Background: an optimization exercise with open tools, aiming at small area. Do not read the settings as production practice.
Where RTL was checked, it was by simulation tests only, not by an equivalence proof against the original.
No functional check of the RTL was part of runs 4 to 6.
Power is estimated from default activity; no workload was simulated.

**design/flow/design.v**
```verilog
package udp_tx_cfg_pkg;
    localparam int unsigned PAYLOAD_BYTES = 18;
    localparam int unsigned FRAME_BYTES = 60;
    localparam int unsigned PREAMBLE_NIBBLES = 16;
    localparam int unsigned FRAME_NIBBLES    = 2 * FRAME_BYTES;
    localparam int unsigned FCS_NIBBLES      = 8;
    localparam int unsigned GAP_NIBBLES      = 24;
    localparam int unsigned NIBBLE_DIVIDER = 4;
    typedef logic [6:0] nibble_idx_t;
    typedef logic [$clog2(NIBBLE_DIVIDER)-1:0] div_count_t;
    typedef enum logic [2:0] {
        PHASE_IDLE,
        PHASE_BUILD,
        PHASE_CHECKSUM,
        PHASE_PREAMBLE,
        PHASE_FRAME,
        PHASE_FCS,
        PHASE_GAP
    } tx_phase_e;
    typedef struct packed {
        logic [31:0] src_ip;
        logic [47:0] src_mac;
        logic [15:0] src_port;
        logic [31:0] dest_ip;
        logic [47:0] dest_mac;
        logic [15:0] dest_port;
    } udp_request_t;
    typedef struct packed {
        logic       en;
        logic       strobe;
        logic [3:0] d;
    } mii_tx_t;
endpackage
import udp_tx_cfg_pkg::*;
module udp_tx_top (
    input  logic                                       clk,
    input  logic                                       reset,
    input  logic                                       send,
    input  udp_tx_cfg_pkg::udp_request_t               request,
    input  logic [udp_tx_cfg_pkg::PAYLOAD_BYTES*8-1:0] payload,
    output logic                                       ready,
    output udp_tx_cfg_pkg::mii_tx_t                    tx
);
    localparam int RING = 336;
    logic [1:0] div;
    logic       tick;
    logic       busy;        
    logic       s1, s2;      
    logic       run;         
    logic [7:0] n;           
    logic [1:0] v;           
    logic [9:0] pos;
    assign pos = {n, div - 2'd1};
    logic accept;
    assign accept = send & ready;
    always_ff @(posedge clk) begin
        if (reset) begin
            div  <= '0;
            tick <= 1'b0;
        end else begin
            div  <= div + 2'd1;
            tick <= (div == 2'd3);
        end
    end
    always_ff @(posedge clk) begin
        if (reset) begin
            ready <= 1'b1;
            busy  <= 1'b0;
            s1    <= 1'b0;
            s2    <= 1'b0;
            run   <= 1'b0;
            n     <= '0;
        end else begin
            s1 <= accept;
            s2 <= s1;
            if (s2) begin
                run <= 1'b1;
            end
            if (run && tick) begin
                if (n == 8'd167) begin
                    run   <= 1'b0;
                    ready <= 1'b1;
                    busy  <= 1'b0;
                    n     <= '0;
                end else begin
                    n <= n + 8'd1;
                end
            end
            if (accept) begin
                ready <= 1'b0;
                busy  <= 1'b1;
            end
        end
    end
    always_ff @(posedge clk) begin
        if (ready) begin
            v <= div;
        end
    end
    logic [1:0] sel;
    assign sel = {v[1], ~v[0]};
    logic [479:0] fdata;
    assign fdata = {request.dest_mac, request.src_mac, 16'h0, 80'h0, 16'h0,
                    request.src_ip, request.dest_ip, request.src_port, request.dest_port,
                    32'h0, payload};
    logic [RING-1:0] ring;
    logic [RING-1:0] ring_in;
    for (genvar q = 0; q < RING; q++) begin : g_map
        localparam int TF = (q < 144) ? (479 - q) : (q < 240) ? (447 - q) : (335 - q);
        assign ring_in[q] = fdata[(59 - TF / 8) * 8 + TF % 8];
    end
    localparam int CS_W = 146;
    logic [RING-1:0] ring_prev;
    logic            cs_wr, cs_sum;
    always_comb begin
        ring_prev = {ring[RING-2:0], ring[RING-1]};
        if (cs_wr) begin
            ring_prev[CS_W] = cs_sum;
        end
    end
    always_ff @(posedge clk) begin
        ring <= ~((ring_in | {RING{busy}}) & (ring_prev | {RING{ready}}));
    end
    logic corr;
    assign corr = pos[0] ^ sel[0];
    logic tap_a, tap_b, tap_c;
    assign tap_a = ring[62 + sel] ^ corr;
    assign tap_b = ring[174 + sel] ^ corr;
    assign tap_c = ring[206 + sel] ^ corr;
    localparam logic [15:0] CSUM_INIT = 16'h4C44;
    logic cy;
    logic cs_init, cs_first, cs_win, cs_d, cs_a;
    assign cs_init  = (pos < 10'd160);
    assign cs_first = (pos < 10'd176);
    assign cs_win   = (pos < 10'd224);
    assign cs_wr    = !cs_init && (pos < 10'd240);
    assign cs_d     = cs_win & tap_a;
    assign cs_a     = cs_first ? CSUM_INIT[pos[3:0]] : ring[CS_W + 15];
    assign cs_sum   = cs_a ^ cs_d ^ cy;
    always_ff @(posedge clk) begin
        if (cs_init) begin
            cy <= 1'b0;
        end else begin
            cy <= (cs_a & cs_d) | (cs_a & cy) | (cs_d & cy);
        end
    end
    logic cs_out;
    assign cs_out = ring[CS_W + 31];
    logic [8:0] tf;
    assign tf = 9'(pos - 10'd64);
    logic [7:0] kbyte;
    always_comb begin
        case (tf[8:3])
            6'd12:   kbyte = 8'h08;
            6'd14:   kbyte = 8'h45;
            6'd15:   kbyte = 8'h0C;
            6'd17:   kbyte = 8'h2E;
            6'd22:   kbyte = 8'hFF;
            6'd23:   kbyte = 8'h11;
            6'd39:   kbyte = 8'h1A;
            default: kbyte = 8'h00;
        endcase
    end
    logic [31:0] crc;
    logic        s;
    always_comb begin
        if (pos < 10'd64) begin
            s = ~pos[0] | (pos[5:0] == 6'd63);
        end else if (pos < 10'd160) begin
            s = tap_a;
        end else if (pos < 10'd256) begin
            s = kbyte[tf[2:0]];
        end else if (pos < 10'd272) begin
            s = ~cs_out;
        end else if (pos < 10'd368) begin
            s = tap_b;
        end else if (pos < 10'd400) begin
            s = kbyte[tf[2:0]];
        end else if (pos < 10'd544) begin
            s = tap_c;
        end else begin
            s = ~crc[0];
        end
    end
    localparam logic [31:0] POLY = 32'hEDB88320;
    logic in_frame, fb;
    assign in_frame = (pos >= 10'd64) && (pos < 10'd544);
    assign fb       = crc[0] ^ s;
    always_ff @(posedge clk) begin
        for (int i = 0; i < 31; i++) begin
            crc[i] <= crc[i+1] ^ (POLY[i] & in_frame & fb);
        end
        crc[31] <= in_frame ? fb : 1'b1;
    end
    logic [2:0] col;
    logic       sending;
    assign sending = run && (n < 8'd144);
    always_ff @(posedge clk) begin
        col <= {s, col[2:1]};
    end
    always_ff @(posedge clk) begin
        if (reset) begin
            tx <= '0;
        end else begin
            tx.strobe <= tick && sending;
            if (tick) begin
                tx.en <= sending;
                tx.d  <= sending ? {s, col} : 4'h0;
            end
        end
    end
endmodule
```
**design/flow/flow/run.sh**
```bash
#!/bin/bash
set -euo pipefail
export BUFFER_PORTS_ARGS="-buffer_cell sky130_fd_sc_hd__buf_1"
export CTS_ARGS="-sink_clustering_enable -repair_clock_nets -dont_use_dummy_load -buf_list sky130_fd_sc_hd__clkbuf_4 -sink_clustering_size 10 -sink_clustering_max_diameter 40"
bash standard.sh > flow_make.log 2>&1
```
**design/flow/standard.sh**
```bash
#!/bin/bash
# synth_recipe.tcl (not shown) runs the flow's synth.tcl, then flattens the netlist and writes it again
# the make line also repeats each setting of config.mk as NAME=value (left out here)
make -C /OpenROAD-flow-scripts/flow DESIGN_CONFIG=/design/flow/config.mk WORK_HOME=/design/flow/orfs CLKGATE_MAP_FILE= SYNTH_SCRIPT=/design/flow/synth_recipe.tcl "${@:-finish}"
```
**design/flow/config.mk**
```make
export PLATFORM = sky130hd
export DESIGN_NAME = udp_tx_top
export DESIGN_NICKNAME = udp_tx_top
export VERILOG_FILES = /design/flow/design.v
export SDC_FILE = /design/flow/constraint.sdc
export NUM_CORES = 4
export LEC_CHECK = 0
export ABC_AREA = 1
export CAP_MARGIN = 20
export CORE_MARGIN = 2
export CORE_UTILIZATION = 40
export SLEW_MARGIN = 20
```
**design/flow/constraint.sdc**
```tcl
create_clock -name core_clock -period 10.0 [get_ports {clk}]
set_input_delay 2.0000 -clock core_clock [delete_from_list [all_inputs] [get_ports {clk}]]
set_output_delay 2.0000 -clock core_clock [all_outputs]
set_load 0.01 [all_outputs]
```
==> results of run 1 <==
## cell families after synthesis
group / Yosys count / synth area share, %
AND/OR/NAND/NOR: 176 / 7.04
buffers and inverters: 138 / 4.58
flip-flops: 396 / 67.8
XOR/XNOR: 5 / 0.373
adder cells (fa/ha/maj): 11 / 1.24
AO/OA/AOI/OAI: 358 / 19.0
## flip-flops by register name (all words and copies together) (netlist names)
signal,count
ring,336
crc,32
n,8
tx,6
col,3
div,2
v,2
busy,1
cy,1
ready,1
run,1
s1,1
s2,1
tick,1
## cells in the final DEF, fill, tap and decap left out
cell / instances
sky130_fd_sc_hd__nor3_1: 5
sky130_fd_sc_hd__o21ai_1: 3
sky130_fd_sc_hd__clkbuf_4: 50
sky130_fd_sc_hd__nand2_1: 75
sky130_fd_sc_hd__nand4_1: 19
sky130_fd_sc_hd__buf_1: 345
sky130_fd_sc_hd__or2_2: 1
sky130_fd_sc_hd__inv_1: 45
sky130_fd_sc_hd__o21ai_2: 1
sky130_fd_sc_hd__nand3_4: 1
sky130_fd_sc_hd__clkinv_1: 2
sky130_fd_sc_hd__nand3_2: 2
sky130_fd_sc_hd__o21ai_0: 9
sky130_fd_sc_hd__inv_2: 8
sky130_fd_sc_hd__and2_4: 1
sky130_fd_sc_hd__nand3b_1: 1
sky130_fd_sc_hd__a21oi_1: 3
sky130_fd_sc_hd__buf_4: 5
sky130_fd_sc_hd__dfxtp_1: 392
sky130_fd_sc_hd__o22ai_1: 340
sky130_fd_sc_hd__nand3_1: 23
sky130_fd_sc_hd__fa_1: 1
sky130_fd_sc_hd__xor2_1: 5
sky130_fd_sc_hd__a21boi_2: 1
sky130_fd_sc_hd__a211o_1: 1
sky130_fd_sc_hd__dfxtp_4: 2
sky130_fd_sc_hd__ha_1: 10
sky130_fd_sc_hd__edfxtp_1: 2
sky130_fd_sc_hd__nor2_2: 3
sky130_fd_sc_hd__nor2_1: 30
sky130_fd_sc_hd__diode_2: 3
sky130_fd_sc_hd__buf_6: 1
sky130_fd_sc_hd__nand2_2: 15
## routing by layer
layer  track usage, %  routed length, um
met1             22.2              12000
met2             28.7              13100
met3             5.98               2270
met4             6.84                886
met5                0                  0
## power by group
group | total (mW) | switching (mW) | internal (mW)
sequential | 1.86 | 0.0761 | 1.79
combinational | 0.295 | 0.163 | 0.132
clock | 0.700 | 0.470 | 0.230
total | 2.86 | 0.709 | 2.15
## cell type report
type | count | area (um2)
fill | 2817 | 15200
sequential | 396 | 7960
multi-input combinational | 550 | 3250
timing repair buffer | 351 | 1340
tap | 384 | 480
clock buffer | 50 | 375
inverter | 55 | 206
antenna | 3 | 7.51
## synthesized netlist by cell type (2+ instances only)
library cell	instances	share of area [%]
sky130_fd_sc_hd__nand4_1	19	1.0
sky130_fd_sc_hd__nand2_1	75	2.4
sky130_fd_sc_hd__nor2_1	30	0.96
sky130_fd_sc_hd__o22ai_1	340	18
sky130_fd_sc_hd__nand3_1	23	0.98
sky130_fd_sc_hd__nor3_1	5	0.21
sky130_fd_sc_hd__o21ai_0	9	0.38
sky130_fd_sc_hd__buf_1	2	0.064
sky130_fd_sc_hd__clkbuf_1	75	2.4
sky130_fd_sc_hd__ha_1	10	1.1
sky130_fd_sc_hd__buf_4	2	0.13
sky130_fd_sc_hd__nor2_2	3	0.16
sky130_fd_sc_hd__edfxtp_1	2	0.51
sky130_fd_sc_hd__dfxtp_1	394	67
sky130_fd_sc_hd__inv_1	45	1.4
sky130_fd_sc_hd__clkinv_1	2	0.064
sky130_fd_sc_hd__inv_2	8	0.26
sky130_fd_sc_hd__nand2_2	15	0.80
sky130_fd_sc_hd__nand3_2	2	0.17
sky130_fd_sc_hd__a21oi_1	3	0.13
sky130_fd_sc_hd__buf_2	3	0.13
sky130_fd_sc_hd__o21ai_1	3	0.13
sky130_fd_sc_hd__xor2_1	5	0.37
## worst max path at each step
| stage | to | cells past startpoint |
|---|---|---|
| 2_1_floorplan | busy$_SDFFE_PP0P_ | 4 |
| 4_1_cts | ready | 1 |
| 3_3_place_gp | ready$_SDFFE_PP1P_ | 5 |
| 5_1_grt | ready | 1 |
| 6_report | ready | 1 |
| 3_5_place_dp | ready$_SDFFE_PP1P_ | 5 |
==> results.json, run 1 <==
{
  "ys_async_sr_fraction_pct": 0,
  "holdBufCountCts": 0,
  "critical_path.endpoint_type": "output pin",
  "layout.core_utilization_pct": 47.3,
  "count_of_final_hold_check_violations": 0,
  "startpoint": "ready$_SDFFE_PP1P_",
  "cts_buffers": 50,
  "ir_worst_vdd_mv": 0.0960,
  "reg2reg_depth": 3,
  "clk_latency_ns": 0.67,
  "mappedNetlistArea_um2": 11700,
  "post-route-min-period_ns": 3.42,
  "seq_area_frac_synth_pct": 67.8,
  "final.period_utilization_pct": 34.2,
  "number_of_resized_instances_in_the_post_cts_repair_step": 0,
  "cts_tree": "done",
  "worst_hold_path.endpoint": "crc[22]$_DFF_P_",
  "timing.final.setup_violations": 0,
  "avgSynthCellArea_um2": 10.8,
  "buffer_type_at_the_clock_tree_root": "sky130_fd_sc_hd__clkbuf_4",
  "fin_skew_ns": 0.0874,
  "netlist_instances": 1084,
  "finalSetupTns_ns": 0,
  "maxCapViolations": 0,
  "slew-limit-headroom_pct": 29.1,
  "cts.sinks": 396,
  "die_height_um": 175,
  "ff2ff_setup_slack_ns": 7.36,
  "post_drt_wl_per_cell_um": 15.8,
  "setup_ws_ns": 6.58,
  "fmaxAchievable_ghz": 0.293,
  "critPathLaunchType": "flop",
  "overflow": 0,
  "hold_path.startpoint": "crc[23]$_DFF_P_",
  "worstPathBufferInverterCount": 1,
  "hold-path-cell-count": 0,
  "static-leakage-power_nw": 5.23,
  "wire_length_of_the_first_global_routing_pass_um": 44700,
  "synth_ff_type": "sky130_fd_sc_hd__dfxtp_1",
  "flip_flop_and_latch_count_after_synthesis": 396,
  "timing.critical_path.cells": "buf_1",
  "rsz0062_at_grt": "false",
  "layout-area-overhead-vs-synth_pct": 16.1,
  "power_mw": 2.86,
  "core_area_um2": 28800,
  "worst_path_dominant_cell_family": "flip-flops",
  "layout.cell_area.non_filler_um2": 13600,
  "via_count": 8990,
  "worst_pin_slew_ns": 1.06,
  "critPathMaxFanout": 31,
  "synth_enable_flop_cells": 2,
  "synthesis.nets": 1434,
  "die_width_um": 175,
  "gpl_congestion": 0.856,
  "grtUsageTotal_pct": 17.9,
  "place_ws_ns": 6.85,
  "run_status": "finished clean",
  "grt_pass1_vias": 8928,
  "drt_drc_violations_left": 0,
  "antenna_found_initial": 3,
  "post-cts-setup-buffers": 0,
  "floorplan.die_area_um2": 30700,
  "port-buffer-count": 345,
  "slew_viol_final": 0,
  "placed_cells": 1736,
  "setup.worst_path.class": "flop to output pin",
  "worstReg2RegEnd": "ring[23]$_DFF_P_",
  "detailed_placer_s_ending_hpwl_um": 19200,
  "slowest_stage": "sky130_fd_sc_hd__dfxtp_4",
  "yosysWarnings": 1,
  "clk_pin_slew_ns": 0.10,
  "post_route_cells_drive_above_1_share_pct": 6.49,
  "power.density_cell_area_nw_per_um2": 210,
  "wl_um": 28200,
  "first_pass_iters": 4,
  "max_stage_delay_ns": 0.58,
  "layout.cells.non_filler": 1789,
  "final_net_count": 1754,
  "largest_net_degree_at_the_start_of_global_routing": 115,
  "floorplan.initialDensity_pct": 40.8,
  "placedInstanceArea_um2": 13200,
  "min_path_type": "flop to flop",
  "floorplan.io_pins": 346,
  "synth.distinct_cells": 32,
  "cp_data_arrival_time_ns": 1.42,
  "post_drt_via_cell_ratio": 5.03,
  "crit-reg2reg-launch": "busy$_SDFFE_PP0P_",
  "clk_path_buf_depth": 3,
  "fin_hold_ws_ns": 0.309,
  "htreeDepth": 2,
  "required_arrival_time_at_the_worst_endpoint_ns": 8.00,
  "antenna_left": 0,
  "detail_route.iter0.violations": 375,
  "std_cell_rows": 62
}
==> run 2: changes to the inputs <==
--- a/design/flow/config.mk
+++ b/design/flow/config.mk
@@ -8,2 +8,3 @@
 export ABC_AREA = 1
+export ABC_CLOCK_PERIOD_IN_PS = 100000
 export CAP_MARGIN = 20
==> results.json, run 2 <==
{
  "run_status": "finished clean",
  "number_of_resized_instances_in_the_post_cts_repair_step": 0,
  "die_height_um": 175,
  "cts.sinks": 396,
  "worst_path_dominant_cell_family": "flip-flops",
  "cellInternalPower_mw": 2.15,
  "maxCapViolations": 0,
  "power.density_cell_area_nw_per_um2": 210,
  "final_net_count": 1754,
  "slew-limit-headroom_pct": 29.1,
  "ir_worst_vdd_mv": 0.0960,
  "layout-area-overhead-vs-synth_pct": 16.1,
  "yosys.area_share.xor_xnor_pct": 0.373,
  "yosys.cell_count.top_type": "sky130_fd_sc_hd__dfxtp_1",
  "place_ws_ns": 6.85,
  "avgSynthCellArea_um2": 10.8,
  "reg_top3": "ring x336, crc x32, n x8",
  "synth.area.mux_share_pct": 0,
  "fin_hold_ws_ns": 0.309,
  "worst_pin_slew_ns": 1.06,
  "rsz0062_at_grt": "false",
  "n_fill_cell": 2817,
  "slowest_stage": "sky130_fd_sc_hd__dfxtp_4",
  "mappedNetlistArea_um2": 11700,
  "top_register": "ring",
  "cts_buffers": 50,
  "net-switching-power_mw": 0.709,
  "floorplan.io_pins": 346,
  "area.sequential_um2": 7960,
  "synthesis.nets": 1434,
  "number_of_flip_flops_under_the_largest_register_name": 336,
  "power.share.clock_pct": 24.5,
  "setup.worst_path.class": "flop to output pin",
  "floorplan.initialDensity_pct": 40.8,
  "slew_viol_final": 0,
  "wire_length_of_the_first_global_routing_pass_um": 44700,
  "synth_enable_flop_cells": 2,
  "multi_input_comb_area_um2": 3250,
  "holdBufCountCts": 0,
  "via_count": 8990,
  "largest_net_degree_at_the_start_of_global_routing": 115,
  "post-route-min-period_ns": 3.42,
  "post_drt_wl_per_cell_um": 15.8,
  "synth_ff_type": "sky130_fd_sc_hd__dfxtp_1",
  "required_arrival_time_at_the_worst_endpoint_ns": 8.00,
  "min_path_type": "flop to flop",
  "mostFrequentLayoutCell": "sky130_fd_sc_hd__dfxtp_1",
  "comb_power_share_pct": 10.3,
  "ys_async_sr_fraction_pct": 0,
  "timing.final.setup_violations": 0,
  "drt_drc_violations_left": 0,
  "seq_area_frac_synth_pct": 67.8,
  "main_combinational_cell_family_by_area_after_synthesis": "compound AO/OA/AOI/OAI gates",
  "port-buffer-count": 345,
  "synthTopCellsByArea": "sky130_fd_sc_hd__dfxtp_1, sky130_fd_sc_hd__o22ai_1, sky130_fd_sc_hd__clkbuf_1",
  "setup_ws_ns": 6.58,
  "fmaxAchievable_ghz": 0.293,
  "antenna_found_initial": 3,
  "clk_pin_slew_ns": 0.10,
  "gpl_congestion": 0.856,
  "critPathLaunchType": "flop",
  "synth_largest_area_cell": "sky130_fd_sc_hd__dfxtp_1",
  "timing.critical_path.cells": "buf_1",
  "post_drt_via_cell_ratio": 5.03,
  "post-cts-setup-buffers": 0,
  "wl_um": 28200,
  "grtUsageTotal_pct": 17.9,
  "power_mw": 2.86,
  "floorplan.die_area_um2": 30700,
  "static-leakage-power_nw": 5.23,
  "detailed_placer_s_ending_hpwl_um": 19200,
  "layout.cells.most_common_list": "sky130_fd_sc_hd__dfxtp_1, sky130_fd_sc_hd__buf_1, sky130_fd_sc_hd__o22ai_1",
  "synth_simple_gate_area_share_pct": 7.04,
  "antenna_left": 0,
  "yosysWarnings": 1,
  "htreeDepth": 2,
  "worstPathBufferInverterCount": 1,
  "p_sw_share_pct": 24.8,
  "post_synth_fa_ha_maj_area_fraction_pct": 1.24,
  "post_route_cells_drive_above_1_share_pct": 6.49,
  "first_pass_iters": 4,
  "netlist_instances": 1084,
  "core_area_um2": 28800,
  "critPathMaxFanout": 31,
  "buffer_type_at_the_clock_tree_root": "sky130_fd_sc_hd__clkbuf_4",
  "proportion_of_netlist_area_held_by_the_largest_area_contributor_pct": 67.2,
  "overflow": 0,
  "clk_path_buf_depth": 3,
  "synth_compound_area_share_pct": 19.0,
  "count_of_final_hold_check_violations": 0,
  "finalSetupTns_ns": 0,
  "detail_route.iter0.violations": 375,
  "die_width_um": 175,
  "critical_path.endpoint_type": "output pin",
  "flip_flop_and_latch_count_after_synthesis": 396,
  "synth.distinct_cells": 32,
  "p_seq_share_pct": 65.2,
  "cp_data_arrival_time_ns": 1.42,
  "final.period_utilization_pct": 34.2,
  "synth_commonest_cells": "sky130_fd_sc_hd__dfxtp_1, sky130_fd_sc_hd__o22ai_1, sky130_fd_sc_hd__clkbuf_1, sky130_fd_sc_hd__nand2_1, sky130_fd_sc_hd__inv_1",
  "fin_skew_ns": 0.0874,
  "clk_latency_ns": 0.67,
  "grt_pass1_vias": 8928,
  "std_cell_rows": 62,
  "max_stage_delay_ns": 0.58,
  "cts_tree": "done"
}
-- run 2: cell counts after synthesis --
Identical to the previous run, type by type.
-- run 2: final timing paths --
| kind | start | end | slack [ns] | cells after the start |
|---|---|---|---|---|
| setup / recovery | ready$_SDFFE_PP1P_ | ready | 6.58 | 1 |
| hold / removal | crc[23]$_DFF_P_ | crc[22]$_DFF_P_ | 0.31 | 0 |
| setup reg to reg | busy$_SDFFE_PP0P_ | ring[23]$_DFF_P_ | 7.36 | 3 |
| hold reg to reg | crc[23]$_DFF_P_ | crc[22]$_DFF_P_ | 0.31 | 0 |
-- run 2: routing by layer --
layer / up-vias / global-route usage [%] / routed length (um)
met3: 72 / 5.98 / 2270
met2: 256 / 28.7 / 13100
li1: 4586 / - / -
met5: - / 0 / 0
met4: 0 / 6.84 / 886
met1: 4076 / 22.2 / 12000
-- run 2: per-stage QoR --
step                cells  instance area [um2]  utilization, %
floorplan            1084                11700               -
global placement     1736                13200            46.0
detailed placement   1736                13200            46.0
CTS                  1786                13600            47.3
global route         1788                13600            47.3
finish               1789                13600            47.3
-- run 2: logic make-up (layout without fill, tap and decap cells) --
| group | count (synthesis) | in the layout |
|---|---|---|
| AOI/OAI and AO/OA | 358 | 358 |
| xor gates and xnor gates | 5 | 5 |
| and+or+nand+nor | 176 | 176 |
| buffers and inverters | 138 | 456 |
| other | 0 | 3 |
| adders and majority gates | 11 | 11 |
| DFF | 396 | 396 |
-- run 2: final cells by class --
type                            count  area share (%)
Timing Repair Buffer              351            9.87
Antenna cell                        3          0.0551
Inverter                           55            1.52
Sequential cell                   396            58.4
Clock buffer                       50            2.76
Multi-Input combinational cell    550            23.8
Tap cell                          384            3.53
-- run 2: power groups by stage --
stage          Combinational (mW)  Clock (mW)  Sequential, mW
5_1_grt                     0.335       0.798            1.89
3_3_place_gp                0.288           0            1.90
4_1_cts                     0.298       0.739            1.87
3_5_place_dp                0.298           0            1.90
6_report                    0.295       0.700            1.86
2_1_floorplan               0.218           0            1.87
==> run 3: changes to the inputs <==
==> design/flow/flow/run.sh (replaced) <==
#!/bin/bash
set -euo pipefail
export BUFFER_PORTS_ARGS="-buffer_cell sky130_fd_sc_hd__buf_1"
export CTS_ARGS="-sink_clustering_enable -repair_clock_nets -dont_use_dummy_load -buf_list sky130_fd_sc_hd__clkbuf_8 -sink_clustering_size 16 -sink_clustering_max_diameter 50"
bash standard.sh > flow_make.log 2>&1
--- a/design/flow/config.mk
+++ b/design/flow/config.mk
@@ -8,3 +8,2 @@
 export ABC_AREA = 1
-export ABC_CLOCK_PERIOD_IN_PS = 100000
 export CAP_MARGIN = 20
==> results.json, run 3 <==
{
  "mostFrequentLayoutCell": "sky130_fd_sc_hd__dfxtp_1",
  "maxCapViolations": 0,
  "synth_commonest_cells": "sky130_fd_sc_hd__dfxtp_1, sky130_fd_sc_hd__o22ai_1, sky130_fd_sc_hd__clkbuf_1, sky130_fd_sc_hd__nand2_1, sky130_fd_sc_hd__inv_1",
  "critPathLaunchType": "flop",
  "synth_ff_type": "sky130_fd_sc_hd__dfxtp_1",
  "floorplan.initialDensity_pct": 40.8,
  "post_route_cells_drive_above_1_share_pct": 5.62,
  "ys_async_sr_fraction_pct": 0,
  "number_of_flip_flops_under_the_largest_register_name": 336,
  "worst_path_dominant_cell_family": "flip-flops",
  "first_pass_iters": 4,
  "synth.distinct_cells": 32,
  "worst_pin_slew_ns": 1.06,
  "critPathMaxFanout": 31,
  "synthTopCellsByArea": "sky130_fd_sc_hd__dfxtp_1, sky130_fd_sc_hd__o22ai_1, sky130_fd_sc_hd__clkbuf_1",
  "finalSetupTns_ns": 0,
  "reg_top3": "ring x336, crc x32, n x8",
  "critical_path.endpoint_type": "output pin",
  "ir_worst_vdd_mv": 0.116,
  "startpoint": "ready$_SDFFE_PP1P_",
  "proportion_of_netlist_area_held_by_the_largest_area_contributor_pct": 67.2,
  "power.density_cell_area_nw_per_um2": 216,
  "die_height_um": 175,
  "core_area_um2": 28800,
  "post_drt_via_cell_ratio": 5.02,
  "mappedNetlistArea_um2": 11700,
  "std_cell_rows": 62,
  "setup.worst_path.class": "flop to output pin",
  "number_of_resized_instances_in_the_post_cts_repair_step": 0,
  "placed_cells": 1736,
  "synth_largest_area_cell": "sky130_fd_sc_hd__dfxtp_1",
  "die_width_um": 175,
  "floorplan.die_area_um2": 30700,
  "crit-reg2reg-launch": "busy$_SDFFE_PP0P_",
  "gpl_congestion": 0.856,
  "antenna_found_initial": 1,
  "top_register": "ring",
  "run_status": "finished clean",
  "clk_path_buf_depth": 3,
  "slew_viol_final": 0,
  "port-buffer-count": 345,
  "clk_pin_slew_ns": 0.08,
  "grtUsageTotal_pct": 17.8,
  "worst_hold_path.endpoint": "crc[28]$_DFF_P_",
  "antenna_left": 0,
  "via_count": 8912,
  "power_mw": 2.97,
  "fmaxAchievable_ghz": 0.301,
  "count_of_final_hold_check_violations": 0,
  "detailed_placer_s_ending_hpwl_um": 19200,
  "largest_net_degree_at_the_start_of_global_routing": 115,
  "drt_drc_violations_left": 0,
  "max_stage_delay_ns": 0.58,
  "cts_buffers": 37,
  "reg2reg_depth": 3,
  "slowest_stage": "sky130_fd_sc_hd__dfxtp_4",
  "wire_length_of_the_first_global_routing_pass_um": 44600,
  "holdBufCountCts": 0,
  "wl_um": 28100,
  "overflow": 0,
  "cts.sinks": 396,
  "min_path_type": "flop to flop",
  "layout.cells.non_filler": 1774,
  "static-leakage-power_nw": 5.26,
  "cp_data_arrival_time_ns": 1.32,
  "cts_tree": "done",
  "synthesis.nets": 1434,
  "layout.cells.most_common_list": "sky130_fd_sc_hd__dfxtp_1, sky130_fd_sc_hd__buf_1, sky130_fd_sc_hd__o22ai_1",
  "htreeDepth": 2,
  "rsz0062_at_grt": "false",
  "worstReg2RegEnd": "ring[17]$_DFF_P_",
  "required_arrival_time_at_the_worst_endpoint_ns": 8.00,
  "timing.critical_path.cells": "buf_1",
  "hold_path.startpoint": "crc[29]$_DFF_P_",
  "fin_skew_ns": 0.0526,
  "worstPathBufferInverterCount": 1,
  "post_drt_wl_per_cell_um": 15.9,
  "grt_pass1_vias": 8761,
  "avgSynthCellArea_um2": 10.8,
  "n_fill_cell": 2772,
  "final.period_utilization_pct": 33.2,
  "yosys.cell_count.top_type": "sky130_fd_sc_hd__dfxtp_1",
  "netlist_instances": 1084,
  "seq_area_frac_synth_pct": 67.8,
  "final_net_count": 1741,
  "detail_route.iter0.violations": 425,
  "synth_enable_flop_cells": 2,
  "clk_latency_ns": 0.53,
  "slew-limit-headroom_pct": 29.1,
  "hold-path-cell-count": 0,
  "layout-area-overhead-vs-synth_pct": 17.2,
  "floorplan.io_pins": 346,
  "buffer_type_at_the_clock_tree_root": "sky130_fd_sc_hd__clkbuf_8",
  "ff2ff_setup_slack_ns": 7.25,
  "post-route-min-period_ns": 3.32,
  "yosysWarnings": 1,
  "post-cts-setup-buffers": 0,
  "timing.final.setup_violations": 0,
  "flip_flop_and_latch_count_after_synthesis": 396
}
run 3: cell counts after synthesis:
Identical to the previous run, type by type.
run 3: final cells by class:
cell class | count | area [um2] | share of cell area [%]
Antenna cell | 1 | 2.50 | 0.0182
Clock buffer | 37 | 509 | 3.71
Inverter | 55 | 206 | 1.50
Multi-Input combinational cell | 550 | 3250 | 23.6
Sequential cell | 396 | 7960 | 57.9
Tap cell | 384 | 480 | 3.50
Timing Repair Buffer | 351 | 1340 | 9.78
run 3: worst max path at each step:
stage	to	slack [ns]	cells after the start
after floorplan	busy$_SDFFE_PP0P_	7.18	4
after global placement	ready$_SDFFE_PP1P_	6.86	5
after detailed placement	ready$_SDFFE_PP1P_	6.85	5
after CTS	ready	6.63	1
after global routing	ready	6.59	1
final	ready	6.68	1
run 3: per-stage QoR:
step           instance area (um2)  hold slack (ns)  setup slack (ns)  utilization (%)
6_report                     13700            0.313              6.68             47.8
5_1_grt                      13700            0.299              6.59             47.7
4_1_cts                      13700            0.310              6.63             47.7
3_5_place_dp                 13200            0.312              6.85             46.0
3_3_place_gp                 13200            0.312              6.86             46.0
2_1_floorplan                11700            0.310              7.18                -
run 3: kinds of logic (layout without fill, tap and decap cells):
group	Yosys count	count (layout)	synth area share, %
other	0	1	0
AOI/OAI and AO/OA	358	358	19.0
DFF	396	396	67.8
and+or+nand+nor	176	176	7.04
buffers and inverters	138	443	4.58
adders and majority gates	11	11	1.24
xor gates and xnor gates	5	5	0.373
run 3: per-layer routing:
layer  wire (um)  vias up  track usage, %
met2       13100      258            28.6
met5           0        -               0
met1       12100     4066            22.7
met4         755        0            5.76
met3        2220       52            5.85
li1            -     4536               -
run 3: power breakdown:
group	switching (mW)	internal, mW
clock network	0.477	0.331
registers	0.0760	1.79
logic	0.162	0.132
total	0.716	2.25
==> run 4: changes to the inputs <==
--- a/design/flow/design.v
+++ b/design/flow/design.v
@@ -111,13 +111,4 @@
     end
-    localparam int CS_W = 146;
-    logic [RING-1:0] ring_prev;
-    logic            cs_wr, cs_sum;
-    always_comb begin
-        ring_prev = {ring[RING-2:0], ring[RING-1]};
-        if (cs_wr) begin
-            ring_prev[CS_W] = cs_sum;
-        end
-    end
-    always_ff @(posedge clk) begin
-        ring <= ~((ring_in | {RING{busy}}) & (ring_prev | {RING{ready}}));
+    always_ff @(posedge clk) begin
+        ring <= ~((ring_in | {RING{busy}}) & ({ring[RING-2:0], ring[RING-1]} | {RING{ready}}));
     end
@@ -130,20 +121,19 @@
     localparam logic [15:0] CSUM_INIT = 16'h4C44;
-    logic cy;
-    logic cs_init, cs_first, cs_win, cs_d, cs_a;
-    assign cs_init  = (pos < 10'd160);
-    assign cs_first = (pos < 10'd176);
-    assign cs_win   = (pos < 10'd224);
-    assign cs_wr    = !cs_init && (pos < 10'd240);
-    assign cs_d     = cs_win & tap_a;
-    assign cs_a     = cs_first ? CSUM_INIT[pos[3:0]] : ring[CS_W + 15];
-    assign cs_sum   = cs_a ^ cs_d ^ cy;
-    always_ff @(posedge clk) begin
+    logic [15:0] acc;
+    logic        cy;
+    logic        cs_init, cs_win, cs_d, cs_sum;
+    assign cs_init = (pos < 10'd160);
+    assign cs_win  = (pos >= 10'd160) && (pos < 10'd224);
+    assign cs_d    = cs_win & tap_a;
+    assign cs_sum  = acc[0] ^ cs_d ^ cy;
+    always_ff @(posedge clk) begin
+        acc[14:0] <= acc[15:1];
         if (cs_init) begin
-            cy <= 1'b0;
-        end else begin
-            cy <= (cs_a & cs_d) | (cs_a & cy) | (cs_d & cy);
-        end
-    end
-    logic cs_out;
-    assign cs_out = ring[CS_W + 31];
+            acc[15] <= CSUM_INIT[pos[3:0]];
+            cy      <= 1'b0;
+        end else begin
+            acc[15] <= cs_sum;
+            cy      <= (acc[0] & cs_d) | (acc[0] & cy) | (cs_d & cy);
+        end
+    end
     logic [8:0] tf;
@@ -173,3 +163,3 @@
         end else if (pos < 10'd272) begin
-            s = ~cs_out;
+            s = ~acc[0];
         end else if (pos < 10'd368) begin
==> design/flow/run.sh (new file) <==
#!/bin/bash
# synth_recipe.tcl (not shown) runs the flow's synth.tcl, then flattens the netlist and writes it again
# the make line also repeats each setting of config.mk as NAME=value (left out here)
make -C /OpenROAD-flow-scripts/flow DESIGN_CONFIG=/design/flow/config.mk WORK_HOME=/design/flow/orfs CLKGATE_MAP_FILE= SYNTH_SCRIPT=/design/flow/synth_recipe.tcl finish
--- a/design/flow/config.mk
+++ b/design/flow/config.mk
@@ -7,3 +7,2 @@
 export LEC_CHECK = 0
-export ABC_AREA = 1
 export CAP_MARGIN = 20
removed: design/flow/flow/run.sh
removed: design/flow/standard.sh
==> results.json, run 4 <==
{
  "cellInternalPower_mw": 3.11,
  "seq_area_frac_synth_pct": 63.1,
  "synth.distinct_cells": 59,
  "wl_um": 37100,
  "static-leakage-power_nw": 6.88,
  "post_route_cells_drive_above_1_share_pct": 6.87,
  "cts.sinks": 412,
  "hold_path.startpoint": "acc[11]$_DFF_P_",
  "worst_path_dominant_cell_family": "flip-flops",
  "min_path_type": "flop to flop",
  "grt_pass1_vias": 10400,
  "clk_path_buf_depth": 3,
  "yosys.cell_count.top_type": "sky130_fd_sc_hd__dfxtp_1",
  "critPathMaxFanout": 93,
  "fin_skew_ns": 0.0207,
  "setup.worst_path.class": "flop to output pin",
  "placedInstanceArea_um2": 16800,
  "power.share.clock_pct": 41.5,
  "flip_flop_and_latch_count_after_synthesis": 412,
  "largest_net_degree_at_the_start_of_global_routing": 250,
  "post_drt_via_cell_ratio": 5.35,
  "layout.cells.most_common_list": "sky130_fd_sc_hd__dfxtp_1, sky130_fd_sc_hd__clkdlybuf4s50_1, sky130_fd_sc_hd__o22ai_1",
  "final.period_utilization_pct": 42.7,
  "proportion_of_netlist_area_held_by_the_largest_area_contributor_pct": 62.6,
  "die_width_um": 185,
  "net-switching-power_mw": 0.910,
  "overflow": 0,
  "slew-limit-headroom_pct": 21.3,
  "layout-area-overhead-vs-synth_pct": 39.7,
  "synth_ff_type": "sky130_fd_sc_hd__dfxtp_1",
  "final_net_count": 1843,
  "post_drt_wl_per_cell_um": 18.7,
  "antenna_found_initial": 13,
  "number_of_flip_flops_under_the_largest_register_name": 336,
  "floorplan.initialDensity_pct": 40.5,
  "floorplan.die_area_um2": 34200,
  "grt_max_usage_layer": "met2",
  "core_area_um2": 32400,
  "worstPathBufferInverterCount": 1,
  "std_cell_rows": 66,
  "yosysWarnings": 1,
  "ys_async_sr_fraction_pct": 0,
  "avgSynthCellArea_um2": 10.9,
  "count_of_final_hold_check_violations": 0,
  "cts_tree": "done",
  "crit-reg2reg-launch": "div[0]$_SDFF_PP0_",
  "critPathLaunchType": "flop",
  "buffer_type_at_the_clock_tree_root": "sky130_fd_sc_hd__clkbuf_16",
  "synthTopCellsByArea": "sky130_fd_sc_hd__dfxtp_1, sky130_fd_sc_hd__o22ai_1, sky130_fd_sc_hd__clkbuf_1",
  "timing.critical_path.cells": "clkdlybuf4s50_1",
  "antenna_left": 0,
  "maxCapViolations": 0,
  "max_stage_delay_ns": 1.00,
  "timing.final.setup_violations": 0,
  "setup_ws_ns": 5.73,
  "rsz0062_at_grt": "false",
  "groute.layer.met2.usage_pct": 34.1,
  "comb_power_share_pct": 9.9,
  "finalSetupTns_ns": 0,
  "top_register": "ring",
  "gr-usage-met1_pct": 26.2,
  "holdBufCountCts": 0,
  "via_count": 10600,
  "grtUsageTotal_pct": 21.2,
  "floorplan.io_pins": 346,
  "detailed_placer_s_ending_hpwl_um": 24300,
  "p_sw_share_pct": 22.7,
  "layout.cell_area.non_filler_um2": 18300,
  "port-buffer-count": 345,
  "run_status": "finished clean",
  "synth_largest_area_cell": "sky130_fd_sc_hd__dfxtp_1",
  "p_seq_share_pct": 48.5,
  "synthesis.nets": 1555,
  "required_arrival_time_at_the_worst_endpoint_ns": 8.00,
  "wire_length_of_the_first_global_routing_pass_um": 57100,
  "synth_enable_flop_cells": 2,
  "grt_util_met3_pct": 8.00,
  "startpoint": "ready$_SDFFE_PP1P_",
  "fmaxAchievable_ghz": 0.234,
  "worst_pin_slew_ns": 1.18,
  "slowest_stage": "sky130_fd_sc_hd__dfxtp_4",
  "die_height_um": 185,
  "post-cts-setup-buffers": 0,
  "place_ws_ns": 6.27,
  "gpl_congestion": 0.853,
  "htreeDepth": 2,
  "first_pass_iters": 5,
  "drt_drc_violations_left": 0,
  "clk_latency_ns": 0.54,
  "netlist_instances": 1205,
  "post-route-min-period_ns": 4.27,
  "number_of_resized_instances_in_the_post_cts_repair_step": 0,
  "mostFrequentLayoutCell": "sky130_fd_sc_hd__dfxtp_1",
  "synth_commonest_cells": "sky130_fd_sc_hd__dfxtp_1, sky130_fd_sc_hd__o22ai_1, sky130_fd_sc_hd__clkbuf_1",
  "cts_buffers": 44,
  "power.density_cell_area_nw_per_um2": 219,
  "power_mw": 4.02,
  "cp_data_arrival_time_ns": 2.27,
  "detail_route.iter0.violations": 753,
  "clk_pin_slew_ns": 0.06,
  "reg_top3": "ring x336, crc x32, acc x16",
  "ir_worst_vdd_mv": 0.168,
  "mappedNetlistArea_um2": 13100,
  "slew_viol_final": 0,
  "critical_path.endpoint_type": "output pin"
}
==> run 4: changes by cell type after synthesis, moves of 7 or more <==
cell                        before  now
sky130_fd_sc_hd__nor2b_1         0    8
sky130_fd_sc_hd__inv_2           8    1
sky130_fd_sc_hd__nand2_1        75   26
sky130_fd_sc_hd__nand2_2        15    0
sky130_fd_sc_hd__nor4_1          0   40
sky130_fd_sc_hd__a21oi_1         3   17
sky130_fd_sc_hd__nor3_1          5   17
sky130_fd_sc_hd__a221oi_1        0   23
sky130_fd_sc_hd__a2111oi_0       0   14
sky130_fd_sc_hd__xnor2_1         0   10
sky130_fd_sc_hd__a31oi_1         0   14
sky130_fd_sc_hd__dfxtp_1       394  410
sky130_fd_sc_hd__o21ai_0         9    1
sky130_fd_sc_hd__clkbuf_1       75   99
==> run 4: final timing paths <==
path                            cells after the start  slack [ns]              end
worst min-delay path                                0        0.32  acc[10]$_DFF_P_
worst max-delay path                                1        5.73            ready
worst max register to register                      9        6.21  crc[19]$_DFF_P_
worst min register to register                      0        0.32  acc[10]$_DFF_P_
==> run 4: per-stage QoR <==
stage	hold WS [ns]	util [%]	instances
floorplan	0.310	-	1205
global placement	0.311	51.8	1889
detailed placement	0.312	51.8	1889
CTS	0.326	56.5	1971
global route	0.331	56.6	1977
finish	0.325	56.6	1980
==> run 4: kinds of logic (layout without fill, tap and decap cells) <==
logic type / after synthesis / count (layout) / share of synthesized area [%]
DFF: 412 / 412 / 63.1
other: 0 / 9 / 0
muxes: 7 / 7 / 0.725
AOI/OAI and AO/OA: 437 / 437 / 22.5
buffers and inverters: 154 / 478 / 4.69
xor gates and xnor gates: 13 / 13 / 0.926
adders and majority gates: 11 / 11 / 1.11
and+or+nand+nor: 171 / 171 / 7.03
==> run 4: routing by layer <==
layer  routed length [um]  up-vias
li1                     -     5201
met1                15600     5009
met2                17500      321
met3                 3260       62
met4                  709        4
met5                   23        -
==> run 4: cell type report <==
cell class                      instances  area (um2)
Antenna cell                            9        22.5
Clock buffer                           64        1340
Clock inverter                         18         194
Fill cell                            2834       14100
Inverter                               41         154
Multi-Input combinational cell        639        4240
Sequential cell                       412        8280
Tap cell                              442         553
Timing Repair Buffer                  355        3540
==> run 4: power by group through the flow <==
stage | combinational (mW) | clock (mW) | sequential (mW)
floorplan | 0.241 | 0 | 1.93
global placement | 0.392 | 0 | 1.98
detailed placement | 0.401 | 0 | 1.98
CTS | 0.401 | 1.71 | 1.95
global route | 0.436 | 1.78 | 1.97
finish | 0.399 | 1.67 | 1.95
==> run 5: changes to the inputs <==
--- a/design/flow/config.mk
+++ b/design/flow/config.mk
@@ -7,2 +7,3 @@
 export LEC_CHECK = 0
+export ABC_AREA = 1
 export CAP_MARGIN = 20
@@ -10,2 +11,5 @@
 export CORE_UTILIZATION = 40
+export CTS_BUF_LIST = sky130_fd_sc_hd__clkbuf_8
+export CTS_CLUSTER_DIAMETER = 50
+export CTS_CLUSTER_SIZE = 16
 export SLEW_MARGIN = 20
==> results.json, run 5 <==
{
  "rsz0062_at_grt": "false",
  "number_of_flip_flops_under_the_largest_register_name": 336,
  "cts_buffers": 37,
  "static-leakage-power_nw": 6.59,
  "reg2reg_depth": 10,
  "largest_net_degree_at_the_start_of_global_routing": 248,
  "worstPathBufferInverterCount": 1,
  "slowest_stage": "sky130_fd_sc_hd__dfxtp_4",
  "antenna_found_initial": 9,
  "avgSynthCellArea_um2": 11.0,
  "reg_top3": "ring x336, crc x32, acc x16",
  "ys_async_sr_fraction_pct": 0,
  "worstReg2RegEnd": "acc[15]$_DFF_P_",
  "setup_ws_ns": 5.75,
  "clk_pin_slew_ns": 0.10,
  "proportion_of_netlist_area_held_by_the_largest_area_contributor_pct": 67.8,
  "fmaxAchievable_ghz": 0.235,
  "synthTopCellsByArea": "sky130_fd_sc_hd__dfxtp_1, sky130_fd_sc_hd__o22ai_1, sky130_fd_sc_hd__nand2_1",
  "yosys.cell_count.top_type": "sky130_fd_sc_hd__dfxtp_1",
  "post-route-min-period_ns": 4.25,
  "grt_pass1_vias": 8955,
  "clk_latency_ns": 0.55,
  "post_drt_via_cell_ratio": 4.99,
  "overflow": 0,
  "yosysWarnings": 1,
  "synth_simple_gate_area_share_pct": 6.61,
  "mostFrequentLayoutCell": "sky130_fd_sc_hd__dfxtp_1",
  "multi_input_comb_area_um2": 3270,
  "synth.distinct_cells": 36,
  "port-buffer-count": 345,
  "final.period_utilization_pct": 42.5,
  "worst_hold_path.endpoint": "crc[2]$_DFF_P_",
  "core_area_um2": 29700,
  "net-switching-power_mw": 0.796,
  "run_status": "finished clean",
  "ir_worst_vdd_mv": 0.132,
  "critPathMaxFanout": 95,
  "finalSetupTns_ns": 0,
  "timing.final.setup_violations": 0,
  "worst_pin_slew_ns": 0.958,
  "synth_compound_area_share_pct": 18.6,
  "flip_flop_and_latch_count_after_synthesis": 412,
  "via_count": 9139,
  "cp_data_arrival_time_ns": 2.25,
  "cts.sinks": 412,
  "detail_route.iter0.violations": 444,
  "synth_enable_flop_cells": 2,
  "maxCapViolations": 0,
  "synthesis.nets": 1454,
  "floorplan.initialDensity_pct": 40.7,
  "post_drt_wl_per_cell_um": 16.2,
  "slew_viol_final": 0,
  "layout-area-overhead-vs-synth_pct": 37.9,
  "required_arrival_time_at_the_worst_endpoint_ns": 8.00,
  "antenna_left": 0,
  "fin_skew_ns": 0.0343,
  "timing.critical_path.cells": "clkdlybuf4s50_1",
  "slew-limit-headroom_pct": 36.2,
  "cts_tree": "done",
  "layout.cells.most_common_list": "sky130_fd_sc_hd__dfxtp_1, sky130_fd_sc_hd__clkdlybuf4s50_1, sky130_fd_sc_hd__o22ai_1",
  "place_ws_ns": 6.31,
  "netlist_instances": 1104,
  "p_sw_share_pct": 23.3,
  "post_synth_fa_ha_maj_area_fraction_pct": 1.20,
  "yosys.area_share.xor_xnor_pct": 0.496,
  "placed_cells": 1761,
  "setup.worst_path.class": "flop to output pin",
  "grtUsageTotal_pct": 18.2,
  "power.share.clock_pct": 32.3,
  "count_of_final_hold_check_violations": 0,
  "synth_ff_type": "sky130_fd_sc_hd__dfxtp_1",
  "critPathLaunchType": "flop",
  "floorplan.die_area_um2": 31700,
  "holdBufCountCts": 0,
  "n_fill_cell": 2566,
  "power_mw": 3.42,
  "comb_power_share_pct": 11.0,
  "top_register": "ring",
  "seq_area_frac_synth_pct": 68.3,
  "min_path_type": "flop to flop",
  "floorplan.io_pins": 346,
  "detailed_placer_s_ending_hpwl_um": 20000,
  "htreeDepth": 2,
  "drt_drc_violations_left": 0,
  "wl_um": 29700,
  "hold-path-cell-count": 0,
  "gpl_congestion": 0.799,
  "final_net_count": 1762,
  "synth_largest_area_cell": "sky130_fd_sc_hd__dfxtp_1",
  "worst_path_dominant_cell_family": "flip-flops",
  "post_route_cells_drive_above_1_share_pct": 6.69,
  "synth_commonest_cells": "sky130_fd_sc_hd__dfxtp_1, sky130_fd_sc_hd__o22ai_1, sky130_fd_sc_hd__nand2_1",
  "number_of_resized_instances_in_the_post_cts_repair_step": 0,
  "ff2ff_setup_slack_ns": 7.21,
  "post-cts-setup-buffers": 0,
  "die_height_um": 178,
  "mappedNetlistArea_um2": 12100,
  "max_stage_delay_ns": 0.98,
  "crit-reg2reg-launch": "div[0]$_SDFF_PP0_",
  "wire_length_of_the_first_global_routing_pass_um": 45900,
  "critical_path.endpoint_type": "output pin",
  "hold_path.startpoint": "crc[3]$_DFF_P_",
  "die_width_um": 178,
  "synth.area.mux_share_pct": 0.0827,
  "std_cell_rows": 63,
  "layout.cells.non_filler": 1833,
  "clk_path_buf_depth": 3,
  "first_pass_iters": 4,
  "cellInternalPower_mw": 2.62,
  "power.density_cell_area_nw_per_um2": 205,
  "main_combinational_cell_family_by_area_after_synthesis": "compound AO/OA/AOI/OAI gates",
  "area.sequential_um2": 8280,
  "p_seq_share_pct": 56.8,
  "buffer_type_at_the_clock_tree_root": "sky130_fd_sc_hd__clkbuf_8"
}
## run 5: cell types whose count changed after synthesis, moves of 14 or more
cell | previous run | this run
sky130_fd_sc_hd__nand2_1 | 26 | 79
sky130_fd_sc_hd__inv_1 | 40 | 58
sky130_fd_sc_hd__nor4_1 | 40 | 0
sky130_fd_sc_hd__a2111oi_0 | 14 | 0
sky130_fd_sc_hd__a221oi_1 | 23 | 0
sky130_fd_sc_hd__clkbuf_1 | 99 | 73
## run 5: power groups by stage
stage          Combinational [mW]  Sequential (mW)  Clock (mW)
2_1_floorplan               0.222             1.93           0
3_3_place_gp                0.361             1.98           0
3_5_place_dp                0.367             1.98           0
4_1_cts                     0.368             1.95        1.14
5_1_grt                     0.415             1.96        1.21
6_report                    0.375             1.94        1.10
## run 5: cell type report
cell class                      count  area share (%)
Antenna cell                        8           0.120
Multi-Input combinational cell    547            19.6
Clock buffer                       41            3.38
Clock inverter                     21            1.72
Timing Repair Buffer              352            21.3
Tap cell                          390            2.92
Sequential cell                   412            49.6
Inverter                           62            1.39
## run 5: through the flow
step	hold WS, ns	utilization [%]	area (um2)
floorplan	0.310	-	12100
global placement	0.311	53.1	15800
detailed placement	0.312	53.1	15800
CTS	0.321	55.9	16600
global route	0.327	56.1	16700
finish	0.314	56.1	16700
## run 5: worst max path at each step
stage,start,end,cells past startpoint,slack [ns]
2_1_floorplan,reset,n[6]$_SDFFE_PP0P_,5,7.09
3_3_place_gp,ready$_SDFFE_PP1P_,ready,1,6.32
3_5_place_dp,ready$_SDFFE_PP1P_,ready,1,6.31
4_1_cts,ready$_SDFFE_PP1P_,ready,1,5.69
5_1_grt,ready$_SDFFE_PP1P_,ready,1,5.56
6_report,ready$_SDFFE_PP1P_,ready,1,5.75
## run 5: cell families (layout without fill, tap and decap cells)
group | count (synthesis) | in the layout
other cells | 0 | 8
xor+xnor | 6 | 6
mux | 1 | 1
fa+ha+maj | 11 | 11
simple gates | 167 | 167
flops | 412 | 412
compound gates | 362 | 362
buf+inv | 145 | 476
## run 5: per-layer routing
| layer | GRT usage [%] | part of all wire (%) |
|---|---|---|
| met2 | 28.3 | 44 |
| met4 | 8.47 | 3.9 |
| met5 | 0 | 0 |
| met1 | 22.7 | 43 |
| met3 | 6.32 | 8.7 |
==> run 6: changes to the inputs <==
==> design/flow/flow/run.sh (new file) <==
#!/bin/bash
set -euo pipefail
export BUFFER_PORTS_ARGS="-buffer_cell sky130_fd_sc_hd__buf_1"
export CTS_ARGS="-sink_clustering_enable -repair_clock_nets -dont_use_dummy_load"
bash standard.sh > flow_make.log 2>&1
==> design/flow/standard.sh (new file) <==
#!/bin/bash
# synth_recipe.tcl (not shown) runs the flow's synth.tcl, then flattens the netlist and writes it again
# the make line also repeats each setting of config.mk as NAME=value (left out here)
make -C /OpenROAD-flow-scripts/flow DESIGN_CONFIG=/design/flow/config.mk WORK_HOME=/design/flow/orfs CLKGATE_MAP_FILE= SYNTH_SCRIPT=/design/flow/synth_recipe.tcl "${@:-finish}"
--- a/design/flow/config.mk
+++ b/design/flow/config.mk
@@ -7,3 +7,2 @@
 export LEC_CHECK = 0
-export ABC_AREA = 1
 export CAP_MARGIN = 20
@@ -11,5 +10,2 @@
 export CORE_UTILIZATION = 40
-export CTS_BUF_LIST = sky130_fd_sc_hd__clkbuf_8
-export CTS_CLUSTER_DIAMETER = 50
-export CTS_CLUSTER_SIZE = 16
 export SLEW_MARGIN = 20
removed: design/flow/run.sh
==> results.json, run 6 <==
{
  "flip_flop_and_latch_count_after_synthesis": 412,
  "top_register": "ring",
  "startpoint": "div[0]$_SDFF_PP0_",
  "mostFrequentLayoutCell": "sky130_fd_sc_hd__dfxtp_1",
  "reg2reg_depth": 9,
  "port-buffer-count": 345,
  "clk_path_buf_depth": 3,
  "p_sw_share_pct": 23.1,
  "std_cell_rows": 66,
  "seq_area_frac_synth_pct": 63.1,
  "number_of_flip_flops_under_the_largest_register_name": 336,
  "post-cts-setup-buffers": 0,
  "place_ws_ns": 6.24,
  "critical_path.endpoint_type": "flop",
  "required_arrival_time_at_the_worst_endpoint_ns": 10.36,
  "ff2ff_setup_slack_ns": 6.17,
  "antenna_found_initial": 2,
  "post_drt_via_cell_ratio": 5.43,
  "synthTopCellsByArea": "sky130_fd_sc_hd__dfxtp_1, sky130_fd_sc_hd__o22ai_1, sky130_fd_sc_hd__clkbuf_1",
  "comb_power_share_pct": 8.9,
  "crit-reg2reg-launch": "div[0]$_SDFF_PP0_",
  "via_count": 10500,
  "layout-area-overhead-vs-synth_pct": 19.9,
  "maxCapViolations": 0,
  "rsz0062_at_grt": "false",
  "power.share.clock_pct": 37.3,
  "worst_pin_slew_ns": 1.14,
  "largest_net_degree_at_the_start_of_global_routing": 240,
  "final_net_count": 1842,
  "min_path_type": "flop to flop",
  "reg_top3": "ring x336, crc x32, acc x16",
  "cp_data_arrival_time_ns": 4.18,
  "fin_hold_ws_ns": 0.309,
  "antenna_left": 0,
  "cts_tree": "done",
  "detailed_placer_s_ending_hpwl_um": 22400,
  "clk_latency_ns": 0.52,
  "synth_enable_flop_cells": 2,
  "die_width_um": 185,
  "wl_um": 34900,
  "ir_worst_vdd_mv": 0.199,
  "main_combinational_cell_family_by_area_after_synthesis": "compound AO/OA/AOI/OAI gates",
  "cts.sinks": 412,
  "floorplan.initialDensity_pct": 40.5,
  "wire_length_of_the_first_global_routing_pass_um": 54300,
  "synth_compound_area_share_pct": 22.5,
  "synth_ff_type": "sky130_fd_sc_hd__dfxtp_1",
  "final.period_utilization_pct": 38.3,
  "fin_skew_ns": 0.0392,
  "synth_largest_area_cell": "sky130_fd_sc_hd__dfxtp_1",
  "synth.distinct_cells": 59,
  "htreeDepth": 2,
  "n_fill_cell": 3069,
  "post-route-min-period_ns": 3.83,
  "yosysWarnings": 1,
  "detail_route.iter0.violations": 687,
  "net-switching-power_mw": 0.833,
  "drt_drc_violations_left": 0,
  "critPathMaxFanout": 29,
  "cellInternalPower_mw": 2.78,
  "avgSynthCellArea_um2": 10.9,
  "buffer_type_at_the_clock_tree_root": "sky130_fd_sc_hd__clkbuf_16",
  "overflow": 0,
  "cp-endpoint": "crc[26]$_DFF_P_",
  "static-leakage-power_nw": 5.72,
  "number_of_resized_instances_in_the_post_cts_repair_step": 0,
  "layout.core_utilization_pct": 48.6,
  "timing.final.setup_violations": 0,
  "count_of_final_hold_check_violations": 0,
  "synthesis.nets": 1555,
  "netlist_instances": 1205,
  "worstReg2RegEnd": "crc[26]$_DFF_P_",
  "floorplan.io_pins": 346,
  "cts_buffers": 44,
  "core_area_um2": 32400,
  "p_seq_share_pct": 53.8,
  "grtUsageTotal_pct": 19.8,
  "setup_ws_ns": 6.17,
  "yosys.area_share.xor_xnor_pct": 0.926,
  "setup.worst_path.class": "flop to flop",
  "clk_pin_slew_ns": 0.05,
  "finalSetupTns_ns": 0,
  "holdBufCountCts": 0,
  "post_route_cells_drive_above_1_share_pct": 4.83,
  "ys_async_sr_fraction_pct": 0,
  "post_drt_wl_per_cell_um": 18.0,
  "yosys.cell_count.top_type": "sky130_fd_sc_hd__dfxtp_1",
  "proportion_of_netlist_area_held_by_the_largest_area_contributor_pct": 62.6,
  "mappedNetlistArea_um2": 13100,
  "first_pass_iters": 5,
  "synth_simple_gate_area_share_pct": 7.03,
  "run_status": "finished clean",
  "synth_commonest_cells": "sky130_fd_sc_hd__dfxtp_1, sky130_fd_sc_hd__o22ai_1, sky130_fd_sc_hd__clkbuf_1",
  "post_synth_fa_ha_maj_area_fraction_pct": 1.11,
  "power.density_cell_area_nw_per_um2": 230,
  "grt_pass1_vias": 10200,
  "synth.area.mux_share_pct": 0.725,
  "gpl_congestion": 0.833,
  "layout.cells.most_common_list": "sky130_fd_sc_hd__dfxtp_1, sky130_fd_sc_hd__buf_1, sky130_fd_sc_hd__o22ai_1",
  "critPathLaunchType": "flop",
  "fmaxAchievable_ghz": 0.261,
  "die_height_um": 185,
  "slew-limit-headroom_pct": 24.2,
  "floorplan.die_area_um2": 34200,
  "slew_viol_final": 0
}
-- run 6: changes by cell type in the layout (fill, tap and decap cells not counted), sizes merged, moves of 13 or more --
cell           delta
nor4             +40
buf             +347
a221oi           +26
a31oi            +13
nand2            -69
inv              -28
a2111oi          +15
clkdlybuf4s50   -345
-- run 6: power by group through the flow --
stage | clock, mW | sequential, mW | combinational (mW)
3_5_place_dp | 0 | 1.97 | 0.321
4_1_cts | 1.38 | 1.95 | 0.322
3_3_place_gp | 0 | 1.98 | 0.311
6_report | 1.35 | 1.95 | 0.321
2_1_floorplan | 0 | 1.93 | 0.241
5_1_grt | 1.45 | 1.96 | 0.358
-- run 6: layout make-up --
| cell class | count | area, um2 | share of cell area [%] |
|---|---|---|---|
| Sequential cell | 412 | 8280 | 52.7 |
| Inverter | 41 | 154 | 0.979 |
| Multi-Input combinational cell | 639 | 4240 | 27.0 |
| Tap cell | 442 | 553 | 3.52 |
| Clock buffer | 44 | 1100 | 7.01 |
| Timing Repair Buffer | 354 | 1380 | 8.80 |
| Antenna cell | 4 | 10.0 | 0.0637 |
-- run 6: worst min-delay path by stage --
stage / cells after the start / to / startpoint
global placement: 0 / crc[7]$_DFF_P_ / crc[8]$_DFF_P_
CTS: 0 / acc[7]$_DFF_P_ / acc[8]$_DFF_P_
floorplan: 0 / acc[0]$_DFF_P_ / acc[1]$_DFF_P_
detailed placement: 0 / acc[0]$_DFF_P_ / acc[1]$_DFF_P_
global route: 0 / acc[7]$_DFF_P_ / acc[8]$_DFF_P_
finish: 0 / acc[7]$_DFF_P_ / acc[8]$_DFF_P_
-- run 6: metal layers --
layer  track usage (%)  wire length [um]  up-vias
met5                 0                 0        -
met4              6.54               852        0
met3              6.04              2780       64
met2              32.0             16400      377
met1              25.1             14900     4923
li1                  -                 -     5146
-- run 6: cells by family after synthesis --
| family | after synthesis |
|---|---|
| flip-flops | 412 |
| AND/OR/NAND/NOR | 171 |
| buffers and inverters | 154 |
| AO/OA/AOI/OAI | 437 |
| XOR/XNOR | 13 |
| adder cells (fa/ha/maj) | 11 |
| multiplexers | 7 |
-- run 6: per-stage QoR --
stage	cell area, um2	std cells	total power [mW]
after floorplan	13100	1205	2.17
after global placement	14600	1888	2.29
after detailed placement	14600	1888	2.29
after CTS	15700	1932	3.65
after global routing	15700	1933	3.77
final	15700	1936	3.61
-- run 6: worst max-delay path: stages (launching register included) --
cell and delay, ns:
sky130_fd_sc_hd__dfxtp_1 0.72, sky130_fd_sc_hd__inv_1 0.23, sky130_fd_sc_hd__ha_1 0.47, sky130_fd_sc_hd__nand2_1 0.10, sky130_fd_sc_hd__o32a_1 0.32, sky130_fd_sc_hd__o221ai_2 0.23, sky130_fd_sc_hd__o2111ai_4 0.44, sky130_fd_sc_hd__or3_4 0.67
sky130_fd_sc_hd__a221oi_1 0.38, sky130_fd_sc_hd__nand3_1 0.11

[what the ideal ports hide]
No port has a modelled driver above. Below, the same layouts with a new extraction and two added sets of constraints.
Step 1 assumes that a clkbuf_16 drives the clock port and a buf_2 every other input.
Step 2 adds t to the input delays and takes it off the output delays; t is the mean of the earliest and latest rising clock arrival at the registers after step 1. Input paths then give back, and output paths get back, about the clock's delay inside the block.
a / b / c = no drivers / after step 1 / after step 2; a / b = the first two.
| run | t (ns) | setup WS [ns] | slew at the worst register clock pin (ns) |
|---|---|---|---|
| run 1 | 0.676 | 6.582 / 6.541 / 6.771 | 0.10 / 0.10 |
| run 2 | 0.676 | 6.582 / 6.541 / 6.771 | 0.10 / 0.10 |
| run 3 | 0.561 | 6.681 / 6.636 / 6.786 | 0.10 / 0.10 |
| run 4 | 0.586 | 5.728 / 5.674 / 6.206 | 0.06 / 0.06 |
| run 5 | 0.579 | 5.745 / 5.701 / 6.279 | 0.10 / 0.10 |
| run 6 | 0.559 | 6.174 / 6.174 / 6.174 | 0.06 / 0.06 |
After both steps setup and hold are still met in every run listed.
